What follows belongs to an exercise in optimizing a design on an open flow for a short achievable clock period and few clock cycles per item; a production flow would make more cautious choices.
Where RTL was checked, it was by simulation tests only, not by an equivalence proof against the original.

==> inputs of run a <==
==> flow/design.v (excerpt) <==
module range_peak_phase_tracker #(
  parameter int NUM_BINS    = 32,
  parameter int RING_DEPTH  = 64,
  parameter int SAMPLE_BITS = 24,
  parameter int ANGLE_BITS  = 16
) (
  input  logic                                     clk,
  input  logic                                     rst_n,
  input  logic                                     in_valid,
  output logic                                     in_ready,
  input  logic                                     in_req_type,
  input  logic signed [SAMPLE_BITS-1:0]            in_bin_re,
  input  logic signed [SAMPLE_BITS-1:0]            in_bin_im,
  input  logic                                     in_last_bin,
  input  logic [rpt_pkg::RD_IDX_W-1:0]             in_read_index,
  output logic                                     out_valid,
  input  logic                                     out_ready,
  output logic                                     out_kind,
  output logic                                     out_target_found,
  output logic [rpt_pkg::PEAK_BIN_W-1:0]           out_peak_bin,
  output logic signed [ANGLE_BITS-1:0]             out_peak_phase,
  output logic signed [rpt_pkg::PHASE_W-1:0]       out_unwrapped_phase,
  output logic [$clog2(RING_DEPTH+1)-1:0]          out_samples_held,
  output logic                                     out_analysis_due,
  output logic signed [rpt_pkg::PHASE_W-1:0]       out_read_data,
  input  logic                                     cfg_valid,
  output logic                                     cfg_ready,
  input  logic [rpt_pkg::CFG_IDX_W-1:0]            cfg_index,
  input  logic [rpt_pkg::MAG_CFG_W-1:0]            cfg_data
);
clock: 12.0 ns
lec_check: 0
abc_clock_period_in_ps: 2000
cap_margin: 20
core_margin: 2
core_utilization: 60
place_density: 0.7
slew_margin: 20
standard.sh (not shown) runs the stock make flow with config.mk's settings and CLKGATE_MAP_FILE= SYNTH_SCRIPT=/design/flow/synth_recipe.tcl, a recipe that flattens the netlist after the stock synthesis.
==> flow/flow/run.sh <==
#!/bin/bash
# The standard layout (standard.sh, the standard flow's own ORFS run on the same config.mk
# and constraint.sdc), with repair_timing asked to leave a setup margin of
# REPAIR_MARGIN ns at the design's clock, so it keeps improving the worst
# paths well past the 12 ns period. The clock, SDC and every other step are
# unchanged. Full make output goes to standard.log in this folder.
set -euo pipefail
REPAIR_MARGIN=8.4
bash standard.sh SETUP_SLACK_MARGIN=$REPAIR_MARGIN finish > standard.log 2>&1
==> run b: changes against run a <==
- CORE_UTILIZATION: 60 -> 40
- PLACE_DENSITY: 0.7 -> not set
==> notes <==
Register-to-register slack: run b is lower than run a (150 ps).
Against run b, the global-route usage of run a is higher by 7.9 points.
Utilization: run a is higher than run b (22 points).
Of run b and run a, run b has the higher die area (gap 50%, measured against run a).
In run b the clock skew is higher than in run a, by 68 ps.
Of run b and run a, run b has the higher final area (gap about 1.6%, measured against run a).
Between run b and run a, the lower first-iteration DRC count is in run b (gap 6.4%, measured against run a).
==> figures <==
Routed length on met2: run b 416 mm; run a 407 mm
Worst setup skew after layout: run b 110 ps; run a 41.9 ps
Total Nets Final: run b 30000; run a 30000
Max_slew headroom: run b 20.9%; run a 6.11%
Detailed-route wire length: run b 852 mm; run a 817 mm
Tap cells: run b 12000; run a 8036
Worst hold start: run b u_cordic.r6_ya[13]; run a cd[143]
Clock latency on the worst-skew pair: run b 1160 ps; run a 1130 ps
Number of clock buffers in the layout: run b 1253; run a 1215
Area of the multi-input gates: run b 0.149 mm2; run a 0.149 mm2
Run status: run b finished clean; run a finished clean
Timing startpoint of the critical path: run b o_bin[4]; run a o_held[6]
RR Endpoint: run b fifo_q[439]; run a f_entry[10]
Signal buf overhead: run b 1.41%; run a 1.51%
Final period utilization: run b 35.9%; run a 34.7%
Testbench counts of run a, summed over its fixed seeds: cycles 12,928, items 575.
Testbench counts of run b, summed over its fixed seeds: cycles 12,928, items 575.

==> job 208 <==
range_peak_phase_tracker, a different RTL version from the one above (not shown whole).
// range_peak_phase_tracker
module range_peak_phase_tracker #(
  parameter int NUM_BINS    = 32,
  parameter int RING_DEPTH  = 64,
  parameter int SAMPLE_BITS = 24,
  parameter int ANGLE_BITS  = 16
) (
  input  logic                                     clk,
  input  logic                                     rst_n,
  input  logic                                     in_valid,
  output logic                                     in_ready,
  input  logic                                     in_req_type,
  input  logic signed [SAMPLE_BITS-1:0]            in_bin_re,
  input  logic signed [SAMPLE_BITS-1:0]            in_bin_im,
  input  logic                                     in_last_bin,
  input  logic [rpt_pkg::RD_IDX_W-1:0]             in_read_index,
  output logic                                     out_valid,
  input  logic                                     out_ready,
  output logic                                     out_kind,
  output logic                                     out_target_found,
  output logic [rpt_pkg::PEAK_BIN_W-1:0]           out_peak_bin,
  output logic signed [ANGLE_BITS-1:0]             out_peak_phase,
  output logic signed [rpt_pkg::PHASE_W-1:0]       out_unwrapped_phase,
  output logic [$clog2(RING_DEPTH+1)-1:0]          out_samples_held,
  output logic                                     out_analysis_due,
  output logic signed [rpt_pkg::PHASE_W-1:0]       out_read_data,
  input  logic                                     cfg_valid,
  output logic                                     cfg_ready,
  input  logic [rpt_pkg::CFG_IDX_W-1:0]            cfg_index,
  input  logic [rpt_pkg::MAG_CFG_W-1:0]            cfg_data
);
  localparam int MD    = 4;     
  localparam int CD    = rpt_pkg::CORDIC_STEPS;
  localparam int FD    = 12;    
  localparam int CAP   = FD + 1;
  localparam int EW    = 1 + 1 + 5 + 7 + 1 + 32;
  logic        rst_q;
  logic        cq_v;
  logic [1:0]  cq_idx;
  logic [22:0] cq_data;
  logic [4:0]  min_bin_r;
  logic [22:0] min_mag_r;
  ...
Settings: LEC_CHECK=0, ABC_CLOCK_PERIOD_IN_PS=2000, CAP_MARGIN=20, CORE_MARGIN=2, CORE_UTILIZATION=40, SLEW_MARGIN=20; clock period 12.0 ns.
Scripts as last shown in full above: flow/flow/run.sh
==> job 770: changes against job 208 <==
==> flow/run.sh (new file) <==
#!/bin/bash
# synth_recipe.tcl (not shown) runs the flow's synth.tcl, then flattens the netlist and writes it again
# the make line also repeats each setting of config.mk as NAME=value (left out here)
make -C /OpenROAD-flow-scripts/flow DESIGN_CONFIG=/design/flow/config.mk WORK_HOME=/design/flow/orfs CLKGATE_MAP_FILE= SYNTH_SCRIPT=/design/flow/synth_recipe.tcl finish
Settings changed: ABC_CLOCK_PERIOD_IN_PS 2000 to 3000.
removed: flow/flow/run.sh
removed: flow/standard.sh
==> job 6482: changes against job 208 <==
--- a/flow/design.v
+++ b/flow/design.v
@@ -1686,32 +1686,30 @@
   for (genvar i = 0; i <= N; i++) begin : g_it
     if (i == 0) begin : g_in
       assign xs[0] = {{(CW-41){xin[24]}}, xin, 16'd0};
       assign ys[0] = {{(CW-41){yin[24]}}, yin, 16'd0};
       assign zs[0] = neg ? 32'h80008000 : 32'h00008000;
     end else begin : g_rot
       logic              s;
-      logic [CW-1:0]     dx, dy, xr, yr, xp_a, xp_s, yp_a, yp_s;
+      logic [CW-1:0]     dx, dy, xr, yr;
       logic signed [CW-1:0] xp, yp;
-      logic [31:0]       zr, z_a, z_s;
+      logic [CW+1:0]     xt, yt;
+      logic [31:0]       za, zr;
       assign s  = ys[i-1][CW-1];
       assign xp = xs[i-1];
       assign yp = ys[i-1];
       assign dx = yp >>> (i - 1);
       assign dy = xp >>> (i - 1);
-      assign xp_a = xs[i-1] + dx;
-      assign xp_s = xs[i-1] - dx;
-      assign yp_a = ys[i-1] + dy;
-      assign yp_s = ys[i-1] - dy;
-      assign z_a  = zs[i-1] + atan_turns(i - 1);
-      assign z_s  = zs[i-1] - atan_turns(i - 1);
+      assign xt = {1'b0, xs[i-1], 1'b1} + {1'b0, dx ^ {CW{s}}, s};
+      assign yt = {1'b0, ys[i-1], 1'b1} + {1'b0, dy ^ {CW{!s}}, !s};
+      assign za = s ? (32'd0 - atan_turns(i - 1)) : atan_turns(i - 1);
       always_ff @(posedge clk) begin
-        xr <= s ? xp_s : xp_a;
-        yr <= s ? yp_a : yp_s;
-        zr <= s ? z_s : z_a;
+        xr <= xt[CW:1];
+        yr <= yt[CW:1];
+        zr <= zs[i-1] + za;
       end
       assign xs[i] = xr;
       assign ys[i] = yr;
       assign zs[i] = zr;
     end
   end
   assign zout = zs[N];
@@ -1744,17 +1742,17 @@
   input  logic                                     cfg_valid,
   output logic                                     cfg_ready,
   input  logic [rpt_pkg::CFG_IDX_W-1:0]            cfg_index,
   input  logic [rpt_pkg::MAG_CFG_W-1:0]            cfg_data
 );
   localparam int MD    = 4;     
   localparam int CD    = rpt_pkg::CORDIC_STEPS;
-  localparam int FD    = 12;    
+  localparam int FD    = 16;    
   localparam int CAP   = FD + 1;
-  localparam int EW    = 1 + 1 + 5 + 7 + 1 + 32;
+  localparam int EW    = 1 + 1 + 5 + 16 + 32 + 7 + 1 + 32;
   logic        rst_q;
   logic        cq_v;
   logic [1:0]  cq_idx;
   logic [22:0] cq_data;
   logic [4:0]  min_bin_r;
   logic [22:0] min_mag_r;
   logic [45:0] thr;
@@ -1993,86 +1991,70 @@
     end else if (w_we) begin
       wp_r   <= wp_r + 1'b1;
       held_r <= held_inc;
     end
   end
   logic        r_v, r_rd, r_found, r_due, r_rok;
   logic [4:0]  r_bin;
+  logic [15:0] r_p;
   logic [31:0] r_unwr;
   logic [6:0]  r_held;
   always_ff @(posedge clk) begin
     r_v     <= u2_v && !rst_q;
     r_rd    <= u2_rd;
     r_found <= !u2_rd && u2_tgt;
     r_bin   <= u2_rd ? 5'd0 : u2_bin;
+    r_p     <= (!u2_rd && u2_tgt) ? u2_p : 16'd0;
     r_unwr  <= (!u2_rd && u2_tgt) ? {u2_hi, u2_p} : 32'd0;
     r_held  <= (!u2_rd && u2_tgt) ? held_inc : held_r;
     r_due   <= !u2_rd && u2_tgt && (held_r >= 7'd63);
     r_slot  <= w_slot[5:0];
     r_rok   <= u2_rd && (held_r[6] || w_slot[6]);
   end
-  logic [EW-1:0]          r_entry, head;
+  logic [EW-1:0]          r_entry;
   logic [FD-1:0][EW-1:0]  fifo_q;
   logic [3:0]             wr_ptr, rd_ptr;
   logic [4:0]             f_cnt;
   logic                   load;
   logic                   out_valid_r;
-  assign r_entry = {r_rd, r_found, r_bin, r_held, r_due,
-                    r_rd ? (r_rok ? ring_q : 32'd0) : r_unwr};
+  assign r_entry = {r_rd, r_found, r_bin, r_p, r_unwr, r_held, r_due,
+                    r_rok ? ring_q : 32'd0};
   assign load    = (!out_valid_r || out_ready) && (f_cnt != '0);
   always_ff @(posedge clk) begin
     if (r_v) begin
       fifo_q[wr_ptr] <= r_entry;
     end
   end
   always_ff @(posedge clk) begin
     if (rst_q) begin
       wr_ptr <= '0;
       rd_ptr <= '0;
       f_cnt  <= '0;
     end else begin
-      if (r_v) begin
-        wr_ptr <= (wr_ptr == 4'(FD - 1)) ? '0 : wr_ptr + 1'b1;
-      end
-      if (load) begin
-        rd_ptr <= (rd_ptr == 4'(FD - 1)) ? '0 : rd_ptr + 1'b1;
-      end
+      wr_ptr <= wr_ptr + 4'(r_v);
+      rd_ptr <= rd_ptr + 4'(load);
       f_cnt  <= f_cnt + 5'(r_v) - 5'(load);
     end
   end
   always_ff @(posedge clk) begin
     if (!rst_n || rst_q) begin
       out_valid_r <= 1'b0;
     end else begin
       out_valid_r <= (f_cnt != '0) || (out_valid_r && !out_ready);
     end
   end
-  logic        o_kind, o_found, o_due;
-  logic [4:0]  o_bin;
-  logic [6:0]  o_held;
-  logic [15:0] o_phase;
-  logic [31:0] o_unwr, o_rdata;
-  assign head = fifo_q[rd_ptr];
+  logic [EW-1:0] out_q;
   always_ff @(posedge clk) begin
     if (load) begin
-      {o_kind, o_found, o_bin, o_held, o_due} <= head[EW-1:32];
-      o_phase <= head[EW-1] ? 16'd0 : head[15:0];
-      o_unwr  <= head[EW-1] ? 32'd0 : head[31:0];
-      o_rdata <= head[EW-1] ? head[31:0] : 32'd0;
+      out_q <= fifo_q[rd_ptr];
     end
   end
-  assign out_valid           = out_valid_r;
-  assign out_kind            = o_kind;
-  assign out_target_found    = o_found;
-  assign out_peak_bin        = o_bin;
-  assign out_peak_phase      = o_phase;
-  assign out_unwrapped_phase = o_unwr;
-  assign out_samples_held    = o_held;
-  assign out_analysis_due    = o_due;
-  assign out_read_data       = o_rdata;
+  assign out_valid = out_valid_r;
+  assign {out_kind, out_target_found, out_peak_bin, out_peak_phase, out_unwrapped_phase,
+          out_samples_held, out_analysis_due, out_read_data} = out_q;
   logic       tq;
   logic [4:0] cc;
   always_ff @(posedge clk) begin
     tq <= out_valid_r && out_ready;
     if (rst_q) begin
       cc <= '0;
     end else begin
==> flow/run.sh (new file) <==
#!/bin/bash
# synth_recipe.tcl (not shown) runs the flow's synth.tcl, then flattens the netlist and writes it again
# the make line also repeats each setting of config.mk as NAME=value (left out here)
make -C /OpenROAD-flow-scripts/flow DESIGN_CONFIG=/design/flow/config.mk WORK_HOME=/design/flow/orfs CLKGATE_MAP_FILE= SYNTH_SCRIPT=/design/flow/synth_recipe.tcl finish
Settings changed: ABC_CLOCK_PERIOD_IN_PS 2000 to unset.
removed: flow/flow/run.sh
removed: flow/standard.sh
==> summary of the runs <==
- Synthesized area is the same in job 770 and job 208.
- Clock skew: job 208 < job 6482 < job 770.
- The lowest hold slack belongs to job 770, the highest to job 6482.
Testbench counts of job 6482, summed over its fixed seeds: cycles 12,775, items 575.
No functional check of the RTL was part of job 208 and job 770.

-- what the ideal ports hide --
The flow's constraints put no driver on any port. The routed layouts listed below were extracted and timed again, unchanged, in two steps.
Step 1 sets driving cells, clkbuf_16 on the clock port and buf_2 on the other inputs (assumed; they add their load-dependent delay and slew).
Step 2 times the ports against the registers' clock, not the clock port: input delays grow and output delays shrink by t, the midpoint of the rising clock arrivals with the driver on.
a / b / c = no drivers / after step 1 / after step 2; a / b = the first two.
run	t, ns	setup slack, ns	worst hold slack (ns)	latest minus earliest clock arrival (ns)	cell pins on the clock port's net
run a	1.264	7.837 / 7.699 / 8.149	0.284 / 0.284 / 0.284	0.068 / 0.068	1
run b	1.254	7.695 / 7.544 / 8.235	0.282 / 0.282 / 0.282	0.115 / 0.116	1
job 208	1.252	7.158 / 7.158 / 7.158	0.225 / 0.225 / 0.225	0.166 / 0.166	1
job 770	1.244	5.456 / 5.456 / 5.456	0.218 / 0.218 / 0.218	0.175 / 0.174	1
job 6482	1.305	6.061 / 6.061 / 6.061	0.260 / 0.260 / 0.260	0.169 / 0.169	1
After both steps setup and hold are still met in every run listed.
